This design comes from an exercise in tuning for small area, a short achievable clock period and few clock cycles on the open sky130 flow, not from production work. The RTL was checked by simulation tests, not by an equivalence proof against the original design.

## run C
==> flow/design.v <==
package ap_cam_pkg;
  typedef enum logic [1:0] {
    COL_A = 2'd0,
    COL_B = 2'd1,
    COL_C = 2'd2
  } column_e;
  typedef struct packed {
    logic                     write;
    column_e                  col;
    logic [4-1:0]  row;
    logic [8-1:0] data;
  } host_req_t;
  typedef struct packed {
    logic                     en;
    logic [4-1:0]  row;
    logic [8-1:0] data;
  } host_wr_t;
  typedef struct packed {
    logic [9-1:0] key;
    logic [9-1:0] mask;
  } search_t;
  typedef struct packed {
    logic                    en;
    logic [9-1:0] data;
    logic [9-1:0] mask;
  } par_wr_t;
endpackage
package ap_op_pkg;
  typedef enum logic [2:0] {
    OP_OR  = 3'd0,
    OP_XOR = 3'd1,
    OP_AND = 3'd2,
    OP_NOT = 3'd3,
    OP_ADD = 3'd4
  } op_e;
  typedef struct packed {
    logic       key_a;
    logic       key_b;
    logic       val_c;
    logic [1:0] unused;
  } pass_logic_t;
  typedef struct packed {
    logic key_a;
    logic key_b;
    logic key_carry;
    logic val_sum;
    logic val_carry;
  } pass_arith_t;
  typedef union packed {
    pass_logic_t lgc;
    pass_arith_t arith;
  } pass_entry_u;
endpackage
`timescale 1ns/1ps
module ap_top
(
  input  logic                     clock,
  input  logic                     rst,
  input  logic                     req_write,
  input  logic [1:0]               req_col,
  input  logic [4-1:0]  req_row,
  input  logic [8-1:0] req_data,
  input  logic                     req_valid,
  output logic                     req_ready,
  output logic [9-1:0]  rsp_data,
  output logic                     rsp_valid,
  input  logic [2:0]               op,
  input  logic                     op_valid,
  output logic                     op_ready,
  output logic                     op_done
);
  localparam int ROWS = 16;
  localparam int W    = 8;
  localparam int CW   = 9;
  logic [W-1:0]  mem_a [ROWS];
  logic [W-1:0]  mem_b [ROWS];
  logic [CW-1:0] mem_c [ROWS];
  logic [ROWS-1:0] lazy;           
  logic [3:0] tt_q;
  logic       add_q;
  logic in_op;
  logic idle;
  logic                    pend;
  logic                    pend_held;
  logic [4-1:0] pend_row;
  logic [CW-1:0]           hold_q;
  logic [CW-1:0]           pend_val;
  logic [CW-1:0] rsp_q;
  logic accept, wr, rd, wr_a, wr_b, wr_c, op_acc, mat_now, defer, fwd;
  logic [ROWS-1:0] rsel;
  logic [W-1:0]  a_r;
  logic [W-1:0]  b_r;
  logic [CW-1:0] c_r;
  logic          lz_r;
  logic          use_alu;
  logic [CW-1:0] alu;
  logic [CW-1:0] other;
  logic [CW-1:0] rsp_d;
  logic [CW-1:0] wd;
  logic [3:0]    tt_d;
  assign req_ready = idle;
  assign op_ready  = idle && !req_valid;
  assign op_done   = in_op;
  assign rsp_data  = rsp_q;
  assign accept = req_valid && idle && !rst;
  assign wr     = accept && req_write;
  assign rd     = accept && !req_write;
  assign wr_a   = wr && (req_col == 2'd0);
  assign wr_b   = wr && (req_col == 2'd1);
  assign wr_c   = wr && (req_col == 2'd2);
  assign op_acc = op_valid && idle && !req_valid && !rst;
  assign defer    = pend && wr_c;
  assign mat_now  = pend && !wr_c;
  assign pend_val = pend_held ? hold_q : rsp_q;
  assign rsel = ROWS'(1) << req_row;
  always_comb begin
    a_r  = '0;
    b_r  = '0;
    c_r  = '0;
    lz_r = 1'b0;
    for (int r = 0; r < ROWS; r++) begin
      a_r  = a_r  | ({W{rsel[r]}}  & mem_a[r]);
      b_r  = b_r  | ({W{rsel[r]}}  & mem_b[r]);
      c_r  = c_r  | ({CW{rsel[r]}} & mem_c[r]);
      lz_r = lz_r | (rsel[r] & lazy[r]);
    end
  end
  logic [W-1:0] g0, p0, g1, p1, g2, p2, g3;
  logic [W:0]   cy;
  always_comb begin
    g0 = a_r & b_r;
    p0 = a_r | b_r;
    for (int i = 0; i < W; i++) begin
      g1[i] = (i >= 1) ? (g0[i] | (p0[i] & g0[i-1])) : g0[i];
      p1[i] = (i >= 1) ? (p0[i] & p0[i-1]) : p0[i];
    end
    for (int i = 0; i < W; i++) begin
      g2[i] = (i >= 2) ? (g1[i] | (p1[i] & g1[i-2])) : g1[i];
      p2[i] = (i >= 2) ? (p1[i] & p1[i-2]) : p1[i];
    end
    for (int i = 0; i < W; i++) begin
      g3[i] = (i >= 4) ? (g2[i] | (p2[i] & g2[i-4])) : g2[i];
    end
    cy = {g3, 1'b0};
    for (int i = 0; i < W; i++) begin
      alu[i] = tt_q[{a_r[i], b_r[i]}] ^ (add_q & cy[i]);
    end
    alu[W] = add_q & cy[W];
  end
  always_comb begin
    case (op)
      3'd0:    tt_d = 4'b1110;
      3'd1:    tt_d = 4'b0110;
      3'd2:    tt_d = 4'b1000;
      3'd3:    tt_d = 4'b0011;
      3'd4:    tt_d = 4'b0110;
      default: tt_d = 4'b0000;
    endcase
  end
  assign fwd     = pend && (pend_row == req_row);
  assign use_alu = lz_r && (req_write || req_col[1]);
  always_comb begin
    if (!req_write && (req_col == 2'd0))      other = CW'(a_r);
    else if (!req_write && (req_col == 2'd1)) other = CW'(b_r);
    else if (fwd)                             other = pend_val;
    else                                      other = c_r;
  end
  assign rsp_d = use_alu ? alu : other;
  always_ff @(posedge clock) begin
    if (rst) begin
      in_op     <= 1'b0;
      idle      <= 1'b1;
      rsp_valid <= 1'b0;
    end else begin
      in_op     <= op_acc;
      idle      <= !op_acc;
      rsp_valid <= rd;
    end
  end
  always_ff @(posedge clock) begin
    if (op_acc) begin
      tt_q  <= tt_d;
      add_q <= (op == 3'd4);
    end
  end
  always_ff @(posedge clock) begin
    if ((wr_a || wr_b) && lz_r) begin
      pend     <= 1'b1;
      pend_row <= req_row;
    end else if (!(defer && (req_row != pend_row))) begin
      pend     <= 1'b0;
    end
    pend_held <= defer;
    hold_q    <= pend_val;
    rsp_q     <= rsp_d;
  end
  assign wd = wr_c ? CW'(req_data) : pend_val;
  for (genvar r = 0; r < ROWS; r++) begin : g_row
    always_ff @(posedge clock) begin
      if (wr_a && rsel[r]) mem_a[r] <= req_data;
      if (wr_b && rsel[r]) mem_b[r] <= req_data;
      if ((wr_c && rsel[r]) || (mat_now && (pend_row == r))) mem_c[r] <= wd;
    end
    always_ff @(posedge clock) begin
      if (op_acc) begin
        lazy[r] <= 1'b1;
      end else if (wr && rsel[r] && (req_col != 2'd3)) begin
        lazy[r] <= 1'b0;
      end
    end
  end
endmodule
clock: 5.0 ns
lec_check: 0
abc_area: 1
cap_margin: 20
core_margin: 2
core_utilization: 40
setup_slack_margin: 2.5
slew_margin: 20
run.sh (not shown) runs the stock make flow with config.mk's settings and CLKGATE_MAP_FILE= SYNTH_SCRIPT=/design/flow/synth_recipe.tcl, a recipe that flattens the netlist after the stock synthesis.
Run C finished all stages; the layout is clean.
Testbench counts of run C, summed over its fixed seeds: cycles 2,696.
### run C -> run M
-- flow/design.v --
<<< run C, line 130
  always_comb begin
    g0 = a_r & b_r;
    p0 = a_r | b_r;
    for (int i = 0; i < W; i++) begin
      g1[i] = (i >= 1) ? (g0[i] | (p0[i] & g0[i-1])) : g0[i];
>>> run M, line 130
  always_comb begin
    g0 = a_r & b_r;
    p0 = a_r ^ b_r;
    for (int i = 0; i < W; i++) begin
      g1[i] = (i >= 1) ? (g0[i] | (p0[i] & g0[i-1])) : g0[i];
==> comparison <==
Run M: PASS, flow complete, no timing, DRC or antenna violations. Sort run C and run M by sequential share of layout area, ascending, and run C comes first. Overall fraction of global-route tracks in use, run C and run M: larger value in run M. Die area of run C is on par with run M. Non-clock inverter count in the final layout on run M is up relative to run C. Synthesized cell count: run M vs run C up 0.91%. Per the comparison of run M with run C, total wire length after detailed routing increased by 2000 um relative to the old numbers; number of stages on the worst hold path closely matched the old numbers; wire length of the first global-routing pass increased by 1000 um relative to the old numbers. Floorplan die height across run C and run M: no real change. As far as overall via count from detail_route is concerned, run C and run M perform about the same. Between run C and run M, worst setup margin decreased.
Testbench counts of run M, summed over its fixed seeds: cycles 2,696.

==> what the ideal ports hide <==
In the flow no input, the clock included, has a driving cell. The finished layouts below were timed again as built, in two steps.
Step 1 assumes that a clkbuf_16 drives the clock port and a buf_2 every other input.
Step 2 adds t to the input delays and takes it off the output delays; t is the mean of the earliest and latest rising clock arrival at the registers after step 1. Input paths then give back, and output paths get back, about the clock's delay inside the block.
Slacks: ideal ports / drivers / drivers and shift; pairs: ideal ports / drivers.
run | t (ns) | slack for setup (ns) | worst setup path after step 2 | slew at the worst register clock pin (ns)
run C | 0.625 | 2.390 / 2.329 / 1.704 | input to register | 0.06 / 0.06
run M | 0.635 | 2.089 / 2.097 / 1.462 | input to register | 0.06 / 0.06
After both steps every run listed still meets setup and hold. The setup slack of run C, which loses most, moves by -0.061 ns with the drivers and by -0.686 ns with both steps.
